From an optimization exercise on the open Yosys and OpenROAD flow, aimed at small area and a short achievable clock period; shortcuts taken in it are not production practice.
Function was checked by simulation only, so behaviour that the tests miss may differ from the original.
No activity file was given, so power comes from the tool's default toggle rates.

File: flow/flow/run.sh
#!/bin/bash
# Standard ORFS layout with two changes: the port buffers are buf_1 cells, and
# synthesis maps the logic with flow/abc_speed.script (a delay-driven ABC map)
# in place of ORFS's own abc_speed.script; repair aims at the setup slack margin set
# below. Everything else is ORFS's scripts.
set -euo pipefail
rm -rf myscripts
cp -r "$FLOW_HOME/scripts" myscripts
cp flow/abc_speed.script myscripts/abc_speed.script
export SCRIPTS_DIR="$PWD/myscripts"
export SETUP_SLACK_MARGIN=5.3
export BUFFER_PORTS_ARGS="-buffer_cell sky130_fd_sc_hd__buf_1"
bash standard.sh > standard.log 2>&1
File: flow/flow/abc_speed.script
strash
dch
map -D 1200
topo
stime -c
buffer -c
upsize -c
dnsize -c
File: flow/standard.sh
#!/bin/bash
# synth_recipe.tcl (not shown) runs the flow's synth.tcl, then flattens the netlist and writes it again
# the make line also repeats each setting of config.mk as NAME=value (left out here)
make -C /OpenROAD-flow-scripts/flow DESIGN_CONFIG=/design/flow/config.mk WORK_HOME=/design/flow/orfs CLKGATE_MAP_FILE= SYNTH_SCRIPT=/design/flow/synth_recipe.tcl "${@:-finish}"
File: flow/config.mk
export PLATFORM = sky130hd
export DESIGN_NAME = aq_reduce_ctrl
export DESIGN_NICKNAME = aq_reduce_ctrl
export VERILOG_FILES = /design/flow/design.v
export SDC_FILE = /design/flow/constraint.sdc
export NUM_CORES = 4
export LEC_CHECK = 0
export CAP_MARGIN = 20
export CORE_MARGIN = 2
export CORE_UTILIZATION = 55
export CTS_BUF_LIST = sky130_fd_sc_hd__clkbuf_8
export CTS_CLUSTER_SIZE = 8
export SLEW_MARGIN = 20
File: flow/constraint.sdc
create_clock -name core_clock -period 8.0 [get_ports {CLK}]
set_input_delay 1.6000 -clock core_clock [delete_from_list [all_inputs] [get_ports {CLK}]]
set_output_delay 1.6000 -clock core_clock [all_outputs]
set_load 0.01 [all_outputs]
File: flow/design.v
module aq_reduce_ctrl #(
  parameter  int unsigned DRAIN_TO = 64,
  localparam int unsigned GW       = 16,
  localparam int unsigned DW       = 32,
  localparam int unsigned CW       = 32
) (
  input  logic          RST_N,
  input  logic          CLK,
  input  logic [GW-1:0] CFG_ORG_X,
  input  logic [GW-1:0] CFG_ORG_Y,
  input  logic [GW-1:0] CFG_CNV_X,
  input  logic [GW-1:0] CFG_CNV_Y,
  input  logic          START,
  input  logic          ABORT,
  input  logic          S_TVALID,
  input  logic [DW-1:0] S_TDATA,
  output logic          S_TREADY,
  output logic [GW-1:0] ORG_X,
  output logic [GW-1:0] ORG_Y,
  output logic [GW-1:0] CNV_X,
  output logic [GW-1:0] CNV_Y,
  output logic          DIN_WE,
  output logic          DIN_FSYNC,
  output logic [DW-1:0] DIN,
  input  logic          DOUT_OE,
  input  logic          DOUT_LAST,
  output logic          BUSY,
  output logic          DONE,
  output logic          ERR,
  output logic [CW-1:0] OUT_CNT
);
  logic          r_busy, r_fsync, r_tready, r_drain, r_done;
  logic          r_err, r_din_we;
  logic [DW-1:0] r_din;
  logic [CW-1:0] r_out_cnt;
  logic [GW-1:0] r_org_x, r_org_y, r_cnv_x, r_cnv_y;
  logic [GW-1:0] r_px_x, r_px_y;
  logic [GW-1:0] r_oc_x, r_oc_y;
  logic          r_oc_over;
  function automatic logic [GW-1:0] f_dec(input logic [GW-1:0] a, input logic en);
    logic [GW-1:0] m;
    for (int i = 0; i < GW; i++) begin
      m = '0;
      for (int j = 0; j < i; j++) m[j] = 1'b1;
      f_dec[i] = a[i] ^ (en && ((a & m) == '0));
    end
  endfunction
  function automatic logic [CW:0] f_inc(input logic [CW-1:0] a, input logic en);
    logic [CW:0] x, m;
    x = {1'b0, a};
    for (int i = 0; i <= CW; i++) begin
      m = '0;
      for (int j = 0; j < i; j++) m[j] = 1'b1;
      f_inc[i] = x[i] ^ (en && ((x & m) == m));
    end
  endfunction
  function automatic logic f_le(input logic [GW-1:0] a, input logic [GW-1:0] b);
    logic [GW-1:0] gt, lt;
    logic          g, l;
    for (int i = 0; i < GW; i++) begin
      gt[i] = a[i] && !b[i];
      lt[i] = !a[i] && b[i];
    end
    for (int s = 1; s < GW; s = s * 2)
      for (int i = 0; i + s < GW; i += 2 * s) begin
        g = gt[i + 2 * s - 1] || (!lt[i + 2 * s - 1] && gt[i + s - 1]);
        l = lt[i + 2 * s - 1] || (!gt[i + 2 * s - 1] && lt[i + s - 1]);
        gt[i + 2 * s - 1] = g;
        lt[i + 2 * s - 1] = l;
      end
    f_le = !gt[GW-1];
  endfunction
  logic          w_cfg_ok, w_start_ok, w_fin, w_sync1, w_hs, w_px_row, w_last_px;
  logic          w_drain_to, w_oe_en, w_wrap, w_oc_row, w_oc_load, w_cnt_eq;
  logic [CW:0]   w_out_inc;
  logic [GW-1:0] w_org_x_nxt, w_org_y_nxt, w_cnv_x_nxt, w_cnv_y_nxt;
  assign w_cfg_ok   = (CFG_CNV_X != '0) && f_le(CFG_CNV_X, CFG_ORG_X) &&
                      (CFG_CNV_Y != '0) && f_le(CFG_CNV_Y, CFG_ORG_Y);
  assign w_start_ok = !r_busy && START && w_cfg_ok;
  assign w_fin      = r_busy && r_done;
  assign w_sync1    = r_busy && !r_fsync && !r_tready && !r_drain && !r_done;
  assign w_hs       = r_tready && S_TVALID;
  assign w_px_row   = r_px_x == GW'(1);
  assign w_last_px  = w_px_row && (r_px_y == GW'(1));
  assign w_drain_to = r_px_y[5:0] == 6'(1 - DRAIN_TO);
  assign w_oe_en    = DOUT_OE && r_busy && !r_done;
  assign w_out_inc  = f_inc(r_out_cnt, w_oe_en);
  assign w_wrap     = w_out_inc[CW];
  assign w_oc_row   = w_oe_en && (r_oc_x == GW'(1));
  assign w_oc_load  = w_wrap;
  assign w_cnt_eq   = !r_oc_over && (w_oe_en ? (w_oc_row && (r_oc_y == GW'(1)))
                                             : (r_oc_y == '0));
  assign w_org_x_nxt = w_start_ok ? CFG_ORG_X : r_org_x;
  assign w_org_y_nxt = w_start_ok ? CFG_ORG_Y : r_org_y;
  assign w_cnv_x_nxt = w_start_ok ? CFG_CNV_X : r_cnv_x;
  assign w_cnv_y_nxt = w_start_ok ? CFG_CNV_Y : r_cnv_y;
  always_ff @(posedge CLK or negedge RST_N) begin
    if (!RST_N) begin
      r_busy    <= 1'b0;
      r_fsync   <= 1'b0;
      r_tready  <= 1'b0;
      r_drain   <= 1'b0;
      r_done    <= 1'b0;
      r_err     <= 1'b0;
      r_din_we  <= 1'b0;
      r_din     <= '0;
      r_out_cnt <= '0;
      r_org_x   <= '0;
      r_org_y   <= '0;
      r_cnv_x   <= '0;
      r_cnv_y   <= '0;
      r_px_x    <= '0;
      r_px_y    <= '0;
      r_oc_x    <= '0;
      r_oc_y    <= '0;
      r_oc_over <= 1'b0;
    end else begin
      r_busy   <= r_busy ? (!ABORT && !r_done) : (START && w_cfg_ok);
      r_fsync  <= w_start_ok;
      r_tready <= !ABORT && (w_sync1 || (r_tready && !(w_hs && w_last_px)));
      r_drain  <= !ABORT && ((w_hs && w_last_px) || (r_drain && !DOUT_LAST && !w_drain_to));
      r_done   <= (!r_busy && START && !w_cfg_ok) ||
                  (r_drain && !ABORT && (DOUT_LAST || w_drain_to));
      if (r_busy && ABORT)                r_err <= 1'b1;
      else if (!r_busy && START)          r_err <= !w_cfg_ok;
      else if (r_drain && DOUT_LAST)      r_err <= r_err || !w_cnt_eq;
      else if (r_drain && w_drain_to)     r_err <= 1'b1;
      r_din_we <= w_hs && !ABORT;
      if (w_hs && !ABORT) r_din <= S_TDATA;
      r_out_cnt <= w_start_ok ? '0 : w_out_inc[CW-1:0];
      r_org_x   <= w_org_x_nxt;
      r_org_y   <= w_org_y_nxt;
      r_cnv_x   <= w_cnv_x_nxt;
      r_cnv_y   <= w_cnv_y_nxt;
      r_px_x <= (r_fsync || (w_hs && w_px_row)) ? r_org_x : f_dec(r_px_x, w_hs);
      r_px_y <= r_fsync ? r_org_y : f_dec(r_px_y, (w_hs && w_px_row) || r_drain);
      if (!r_busy) begin
        r_oc_x    <= CFG_CNV_X;
        r_oc_y    <= CFG_CNV_Y;
        r_oc_over <= 1'b0;
      end else begin
        r_oc_x    <= (w_oc_load || w_oc_row) ? r_cnv_x : f_dec(r_oc_x, w_oe_en);
        r_oc_y    <= w_oc_load ? r_cnv_y : f_dec(r_oc_y, w_oc_row);
        r_oc_over <= !w_oc_load && (r_oc_over || (w_oe_en && r_oc_y == '0));
      end
    end
  end
  assign S_TREADY  = r_tready;
  assign ORG_X     = r_org_x;
  assign ORG_Y     = r_org_y;
  assign CNV_X     = r_cnv_x;
  assign CNV_Y     = r_cnv_y;
  assign DIN_WE    = r_din_we;
  assign DIN_FSYNC = r_fsync;
  assign DIN       = r_din;
  assign BUSY      = r_busy;
  assign DONE      = r_done;
  assign ERR       = r_err;
  assign OUT_CNT   = r_out_cnt;
endmodule
==> impl_metrics.env, run 1 <==
export IMPL_synthTopCellsByArea="dfrtp_1 (50%), nand2_1 (7.9%), nor2_1 (4.3%), inv_1 (4.2%), mux2_2 (3.6%)"
export IMPL_async_reset_ff_frac=1.00
export IMPL_multi_input_area_um2=5370
export IMPL_switchingPower_uw=1430
export IMPL_cts_sinks=200
export IMPL_drt_iter0_drc=592
export IMPL_wl_per_cell_um=19.1
export IMPL_maxCapViolCount=0
export IMPL_cp_required_ns=8.38
export IMPL_seq_area_frac_synth=0.501
export IMPL_slowest_delay_ns=0.18
export IMPL_dp_hpwl_um=19000
export IMPL_skew_ns=0.0165
export IMPL_outcome="no timing/DRC/antenna violations"
export IMPL_min_period_ns=3.07
export IMPL_path_class="in2reg"
export IMPL_initial_core_util=0.558
export IMPL_nNetsFinal=1632
export IMPL_vias_per_cell=5.71
export IMPL_max_freq_ghz=0.326
export IMPL_met2_usage=0.525
export IMPL_die_height_um=139
export IMPL_drc_errors=0
export IMPL_yosys_cell_types_count=56
export IMPL_p_int_uw=2230
export IMPL_cp_end_kind="flop"
export IMPL_grt_max_degree=137
export IMPL_comb_power_share=0.386
export IMPL_crit_fanout=8
export IMPL_use_met1=0.417
export IMPL_p_clk_frac=0.167
export IMPL_period_share=0.384
export IMPL_grt_pass1_wl_um=48200
export IMPL_reg_top3="r_din (32), r_out_cnt (32)"
export IMPL_crit_chain="buf_8 -> inv_8 -> nor2_4 -> nor3_2 -> a21oi_2 -> nand3_1 -> nand2_1 -> nand3_2 -> nand3_2 -> nand4_1 -> buf_4 -> nor2_4 -> nand2_8 -> buf_6 -> buf_16 -> nand2_4 -> o21ai_2"
export IMPL_cts_root_buf="clkbuf_8"
export IMPL_clk_pin_slew_ns=0.11
export IMPL_fill_cells=1198
export IMPL_grt_pass1_vias=9236
export IMPL_gp_congestion=0.889
export IMPL_syn_cell_area_um2=9990
export IMPL_synth_common_cells="nand2_1 (211), dfrtp_1 (200), nor2_1 (114), inv_1 (113), o21ai_1 (60)"
export IMPL_cellPowerDensity_nw_per_um2=256
export IMPL_track_usage=0.315
export IMPL_ir_drop_v=0.000179
export IMPL_yosysTopAreaCellShare=0.501
export IMPL_maxSlewHeadroom=0.395
export IMPL_clk_latency_ns=0.50
export IMPL_placed_cells=1572
export IMPL_met3_usage=0.0556
export IMPL_worst_pin_slew_ns=0.907
export IMPL_cp_slowest_cell="buf_4"
export IMPL_area_growth_synth_to_final_pct=43.6
export IMPL_num_rows=49
export IMPL_p_leak_uw=0.00657
export IMPL_crit_arrival_ns=3.45
export IMPL_cts_tree="built"
export IMPL_wl_um=33700
export IMPL_setup_viol=0
export IMPL_dieArea_um2=19300
export IMPL_rsz0062_at_grt="yes"
export IMPL_final_cells=1765
export IMPL_synth_area_leader_cell="dfrtp_1"
export IMPL_cts_buffer_depth=2
export IMPL_ys_ff_latch=200
export IMPL_tns_ns=0
export IMPL_diodes=0
export IMPL_synth_ff_type="dfrtp_1"
export IMPL_coreArea_um2=17900
export IMPL_seq_area_um2=5020
export IMPL_h_tree_depth=4
export IMPL_r2r_start="r_busy$_DFF_PN0_"
export IMPL_ys_warn_count=1
export IMPL_hold_viol=0
export IMPL_grt_busiest_layer="met2"
export IMPL_synth_net_count=1247
export IMPL_avgSynthCellArea_um2=8.77
export IMPL_critical_path_startpoint="CFG_ORG_X[11]"
export IMPL_hold_path_class="reg2reg"
export IMPL_synth_edff_count=0
export IMPL_first_pass_iters=7
export IMPL_route_vias_total=10083
export IMPL_start_kind="input port"
export IMPL_io_pins=237
export IMPL_drv_slew=0
export IMPL_drive_above_1_share=0.364
export IMPL_die_x_um=139
export IMPL_yosys_cell_count_top_type="nand2_1"
export IMPL_ant_nets=0
export IMPL_synthCells=1139
export IMPL_numCtsBuffers=17
export IMPL_grt_antenna_before_repair=0
export IMPL_seqPwrFrac=0.448
export IMPL_grt_ovfl_total=0
export IMPL_min_from="r_din[18]$_DFFE_PN0P_"
export IMPL_io_buffers=236
export IMPL_sw_frac_of_total=0.391
## power by group through the flow
stage          registers (uW)  clock network [uW]  logic [uW]
2_1_floorplan            1710                   0         489
3_3_place_gp             1670                   0         911
3_5_place_dp             1670                   0         938
4_1_cts                  1640                 613        1090
5_1_grt                  1680                 659        1540
6_report                 1640                 611        1420
## repair_timing
action,CTS,global route
hold buffers,0,0
endpoints found under the setup margin,169,282
cloned,15,8
gates resized for setup,110,259
pin swaps,35,57
buffers inserted,74,65
## worst paths after layout
check,slack (ns),endpoint,cells past startpoint
hold / removal,0.51,r_din[18]$_DFFE_PN0P_,1
max in group asynchronous,5.70,r_org_x[0]$_DFFE_PN0P_,2
hold reg to reg,0.51,r_din[18]$_DFFE_PN0P_,1
min in group asynchronous,1.08,r_out_cnt[8]$_DFF_PN0_,1
setup / recovery,4.93,r_cnv_y[7]$_DFFE_PN0P_,17
setup reg to reg,5.22,r_cnv_y[7]$_DFFE_PN0P_,10
## layout make-up
type,instances,area share
well taps,229,0.0200
inverters,122,0.0352
clock buffers,17,0.0163
flip-flops and latches,200,0.350
repair buffers,396,0.196
multi-input cells,787,0.374
clock inverters,14,0.00794
## cells by family (layout without fill, tap and decap cells)
logic type	Yosys count	count (layout)	synth area share
compound gates	245	245	0.143
simple gates	477	484	0.227
buf+inv	159	549	0.0680
xor+xnor	21	21	0.0184
flops	200	200	0.501
fa+ha+maj	5	5	0.00626
mux	32	32	0.0361
## stage by stage
step	cell area [um^2]	utilization	total power [uW]	worst slack [ns]	hold slack, ns
finish	14300	0.801	3670	4.93	0.515
detailed placement	11200	0.627	2610	3.38	0.493
global route	14300	0.801	3880	4.83	0.527
CTS	12800	0.714	3340	5.08	0.518
global placement	11200	0.627	2580	3.44	0.487
floorplan	10200	-	2200	4.93	0.512
## critical path: cells and delay by family
kind            cells  cell delay [ns]
simple gates       10             1.01
buf+inv             5             0.62
compound gates      2             0.21
## per-layer routing
| layer | up-vias | routed length (um) | part of all wire |
|---|---|---|---|
| met5 | - | 0 | 0 |
| met4 | 0 | 1560 | 0.046 |
| met3 | 121 | 2320 | 0.069 |
| met2 | 458 | 16500 | 0.49 |
| met1 | 4870 | 13300 | 0.39 |
| li1 | 4634 | - | - |
## cells in the final DEF (no fill, tap or decap), types with 17 or more instances in the layout
| cell | Yosys | final |
|---|---|---|
| inv_1 | 113 | 96 |
| mux2_2 | 32 | 32 |
| o22ai_1 | 18 | 17 |
| clkbuf_2 | 0 | 32 |
| nand2_1 | 211 | 164 |
| nor2_4 | 5 | 23 |
| nand4_1 | 17 | 17 |
| dfrtp_1 | 200 | 187 |
| nor2_1 | 114 | 84 |
| nand2_4 | 2 | 25 |
| nand2_2 | 5 | 26 |
| clkbuf_8 | 0 | 17 |
| buf_6 | 9 | 45 |
| nor3_1 | 27 | 18 |
| o21ai_0 | 55 | 33 |
| a21oi_1 | 37 | 21 |
| buf_1 | 2 | 173 |
| nor2_2 | 8 | 21 |
| nand3_1 | 33 | 23 |
| o21ai_2 | 16 | 46 |
| inv_2 | 9 | 19 |
| a31oi_1 | 33 | 26 |
| buf_4 | 2 | 104 |
| o21ai_1 | 60 | 52 |
==> run 2: changes to the inputs <==
--- a/flow/design.v
+++ b/flow/design.v
@@ -88,5 +88,5 @@
   assign w_wrap     = w_out_inc[CW];
   assign w_oc_row   = w_oe_en && (r_oc_x == GW'(1));
-  assign w_oc_load  = w_wrap;
+  assign w_oc_load  = w_start_ok || w_wrap;
   assign w_cnt_eq   = !r_oc_over && (w_oe_en ? (w_oc_row && (r_oc_y == GW'(1)))
                                              : (r_oc_y == '0));
@@ -135,13 +135,7 @@
       r_px_x <= (r_fsync || (w_hs && w_px_row)) ? r_org_x : f_dec(r_px_x, w_hs);
       r_px_y <= r_fsync ? r_org_y : f_dec(r_px_y, (w_hs && w_px_row) || r_drain);
-      if (!r_busy) begin
-        r_oc_x    <= CFG_CNV_X;
-        r_oc_y    <= CFG_CNV_Y;
-        r_oc_over <= 1'b0;
-      end else begin
-        r_oc_x    <= (w_oc_load || w_oc_row) ? r_cnv_x : f_dec(r_oc_x, w_oe_en);
-        r_oc_y    <= w_oc_load ? r_cnv_y : f_dec(r_oc_y, w_oc_row);
-        r_oc_over <= !w_oc_load && (r_oc_over || (w_oe_en && r_oc_y == '0));
-      end
+      r_oc_x    <= (w_oc_load || w_oc_row) ? w_cnv_x_nxt : f_dec(r_oc_x, w_oe_en);
+      r_oc_y    <= w_oc_load ? w_cnv_y_nxt : f_dec(r_oc_y, w_oc_row);
+      r_oc_over <= !w_oc_load && (r_oc_over || (w_oe_en && r_oc_y == '0));
     end
   end
==> flow/flow/run.sh (replaced) <==
#!/bin/bash
# Standard ORFS layout with two changes: the port buffers are buf_1 cells, and
# synthesis maps the logic with flow/abc_speed.script (a delay-driven ABC map)
# in place of ORFS's own abc_speed.script. Everything else is ORFS's scripts.
set -euo pipefail
rm -rf myscripts
cp -r "$FLOW_HOME/scripts" myscripts
cp flow/abc_speed.script myscripts/abc_speed.script
export SCRIPTS_DIR="$PWD/myscripts"
export BUFFER_PORTS_ARGS="-buffer_cell sky130_fd_sc_hd__buf_1"
bash standard.sh > standard.log 2>&1
--- a/flow/config.mk
+++ b/flow/config.mk
@@ -11,3 +11,4 @@
 export CTS_BUF_LIST = sky130_fd_sc_hd__clkbuf_8
 export CTS_CLUSTER_SIZE = 8
+export SETUP_SLACK_MARGIN = 4.85
 export SLEW_MARGIN = 20
==> run 2 against run 1 <==
Effect of this change:
- combinational power is about 20% lower
- area after synthesis is 0.58% lower
- clock-buffer cell count is 1 higher
- routed wire length is 18% lower
- final cell count is 7.3% lower
- sequential power is 4% higher
- first-iteration DRC count is 6.1% higher
- clock skew is 0.0050 ns higher
- still clean
- via count is 11% lower
- fmax is 5.6% lower
==> impl_metrics.env, run 2 <==
export IMPL_outcome="no timing/DRC/antenna violations"
export IMPL_ys_warn_count=1
export IMPL_final_cells=1636
export IMPL_initial_core_util=0.556
export IMPL_async_reset_ff_frac=1.00
export IMPL_path_class="in2reg"
export IMPL_synth_common_cells="nand2_1 (220), dfrtp_1 (200), inv_1 (151), nor2_1 (123), o21ai_0 (69)"
export IMPL_drt_iter0_drc=628
export IMPL_cellPowerDensity_nw_per_um2=294
export IMPL_gp_congestion=0.847
export IMPL_met3_usage=0.0783
export IMPL_yosysTopAreaCellShare=0.504
export IMPL_num_rows=49
export IMPL_hold_path_class="reg2reg"
export IMPL_seq_area_frac_synth=0.504
export IMPL_tns_ns=0
export IMPL_final_cell_mix="nand2_1 (214), buf_1 (214), dfrtp_1 (199)"
export IMPL_p_leak_uw=0.00560
export IMPL_grt_busiest_layer="met2"
export IMPL_ys_ff_latch=200
export IMPL_use_met1=0.379
export IMPL_dp_hpwl_um=18000
export IMPL_start_kind="input port"
export IMPL_synth_net_count=1254
export IMPL_grt_max_degree=159
export IMPL_drc_errors=0
export IMPL_area_growth_synth_to_final_pct=22.0
export IMPL_maxCapViolCount=0
export IMPL_met2_usage=0.436
export IMPL_crit_fanout=8
export IMPL_crit_arrival_ns=3.59
export IMPL_seq_area_um2=5010
export IMPL_period_share=0.406
export IMPL_setup_viol=0
export IMPL_worst_pin_slew_ns=0.885
export IMPL_rsz0062_at_grt="yes"
export IMPL_synthCells=1146
export IMPL_nNetsFinal=1503
export IMPL_wl_per_cell_um=16.9
export IMPL_drv_slew=0
export IMPL_h_tree_depth=4
export IMPL_maxSlewHeadroom=0.410
export IMPL_cts_sinks=200
export IMPL_io_buffers=236
export IMPL_coreArea_um2=17800
export IMPL_ir_drop_v=0.000209
export IMPL_diodes=0
export IMPL_cp_required_ns=8.34
export IMPL_first_pass_iters=6
export IMPL_numCtsBuffers=17
export IMPL_yosys_cell_count_top_type="nand2_1"
export IMPL_grt_antenna_before_repair=0
export IMPL_grt_pass1_wl_um=42500
export IMPL_cp_end_kind="flop"
export IMPL_min_period_ns=3.25
export IMPL_hold_viol=0
export IMPL_synth_area_leader_cell="dfrtp_1"
export IMPL_route_vias_total=8947
export IMPL_wl_um=27600
export IMPL_syn_cell_area_um2=9930
export IMPL_clk_pin_slew_ns=0.10
export IMPL_placed_cells=1582
export IMPL_drive_above_1_share=0.139
export IMPL_io_pins=237
export IMPL_clk_latency_ns=0.48
export IMPL_max_freq_ghz=0.308
export IMPL_grt_pass1_vias=8351
export IMPL_synth_edff_count=0
export IMPL_die_height_um=138
export IMPL_ant_nets=0
export IMPL_dieArea_um2=19100
export IMPL_track_usage=0.275
export IMPL_reg_top3="r_din (32), r_out_cnt (32)"
export IMPL_multi_input_area_um2=4500
export IMPL_synthTopCellsByArea="dfrtp_1 (50%), nand2_1 (8.3%), inv_1 (5.7%), nor2_1 (4.7%), mux2_2 (3.6%)"
export IMPL_cts_tree="built"
export IMPL_avgSynthCellArea_um2=8.66
export IMPL_vias_per_cell=5.47
export IMPL_ff2ff_setup_slack_ns=5.57
export IMPL_grt_ovfl_total=0
export IMPL_skew_ns=0.0215
export IMPL_die_x_um=138
export IMPL_synth_ff_type="dfrtp_1"
export IMPL_yosys_cell_types_count=53
export IMPL_fill_cells=1550
export IMPL_cts_root_buf="clkbuf_8"
export IMPL_cts_buffer_depth=2
## run 2: repair_timing
| action | in CTS | in global routing |
|---|---|---|
| buffers inserted | 7 | 5 |
| cloned | 5 | 6 |
| pin swaps | 7 | 24 |
| resized for setup | 30 | 99 |
| setup endpoints to repair | 110 | 126 |
| hold buffers | 0 | 0 |
## run 2: cell type report
class                           instances  share of cell area
Clock inverter                         13              0.0148
Inverter                              155              0.0495
Timing Repair Buffer                  259               0.106
Clock buffer                           18              0.0205
Tap cell                              229              0.0237
Sequential cell                       200               0.413
Multi-Input combinational cell        762               0.372
## run 2: per-stage QoR
stage	hold WS (ns)	cell area, um^2	power (uW)	setup WS (ns)	util
2_1_floorplan	0.478	9940	2370	4.81	-
4_1_cts	0.517	11700	3520	4.84	0.655
6_report	0.511	12100	3560	4.75	0.679
3_3_place_gp	0.487	11000	2760	3.24	0.616
3_5_place_dp	0.493	11000	2780	3.17	0.616
5_1_grt	0.525	12100	3800	4.75	0.679
## run 2: per-layer routing
layer | wire length [um] | vias to the layer above
li1 | - | 4292
met3 | 1970 | 54
met1 | 11800 | 4283
met4 | 625 | 0
met5 | 0 | -
met2 | 13200 | 318
## run 2: final timing paths
path | endpoint | cells after the start | start
max | r_oc_x[2]$_DFF_PN0_ | 13 | CFG_CNV_X[15]
min | r_din[10]$_DFFE_PN0P_ | 1 | r_din[10]$_DFFE_PN0P_
max reg2reg | r_oc_y[11]$_DFF_PN0_ | 11 | r_oc_x[8]$_DFF_PN0_
min reg2reg | r_din[10]$_DFFE_PN0P_ | 1 | r_din[10]$_DFFE_PN0P_
max in group asynchronous | r_fsync$_DFF_PN0_ | 2 | RST_N
min in group asynchronous | r_cnv_x[8]$_DFF_PN0_ | 1 | RST_N
## run 2: worst max-delay path: stages
cell and delay [ns]:
buf_2 0.15, inv_2 0.06, nor2_2 0.18, o21ai_2 0.11, a31oi_2 0.22, buf_4 0.16, a31oi_4 0.09, nand4_1 0.13
buf_6 0.25, buf_16 0.18, nand3_4 0.16, o211ai_1 0.19, o21ai_1 0.10
## run 2: cell families (layout without fill, tap and decap cells)
family	count (synthesis)	count (layout)	share of synthesized area
and+or+nand+nor	471	476	0.218
AOI/OAI and AO/OA	220	220	0.134
DFF	200	200	0.504
buffers and inverters	189	445	0.0762
muxes	32	32	0.0363
xor gates and xnor gates	29	29	0.0256
adders and majority gates	5	5	0.00630
## run 2: power breakdown
part / switching, uW / internal [uW]
combinational: 677 / 458
sequential: 309 / 1400
clock: 367 / 347
total: 1350 / 2200

## re-timing with driven ports
The results above use ideal ports. As a check the final layouts listed here were re-extracted and re-timed, cells and wires unchanged. Step 1: set_driving_cell puts a clkbuf_16 on CLK and a buf_2 on each other input, an assumption about the parent block. Step 2 adds t to the input delays and takes it off the output delays; t is the mean of the earliest and latest rising clock arrival at the registers after step 1. Input paths then give back, and output paths get back, about the clock's delay inside the block. a / b / c = ideal / step 1 / step 2; a / b = the first two.
| run | t (ns) | slack for setup (ns) | worst hold slack (ns) |
|---|---|---|---|
| run 1 | 0.532 | 4.932 / 4.920 / 4.388 | 0.515 / 0.515 / 0.515 |
| run 2 | 0.510 | 4.751 / 4.766 / 4.256 | 0.511 / 0.511 / 0.511 |
After both steps setup and hold are still met in every run listed. The setup slack of run 1, which loses most, moves by -0.012 ns with the drivers and by -0.544 ns with both steps.
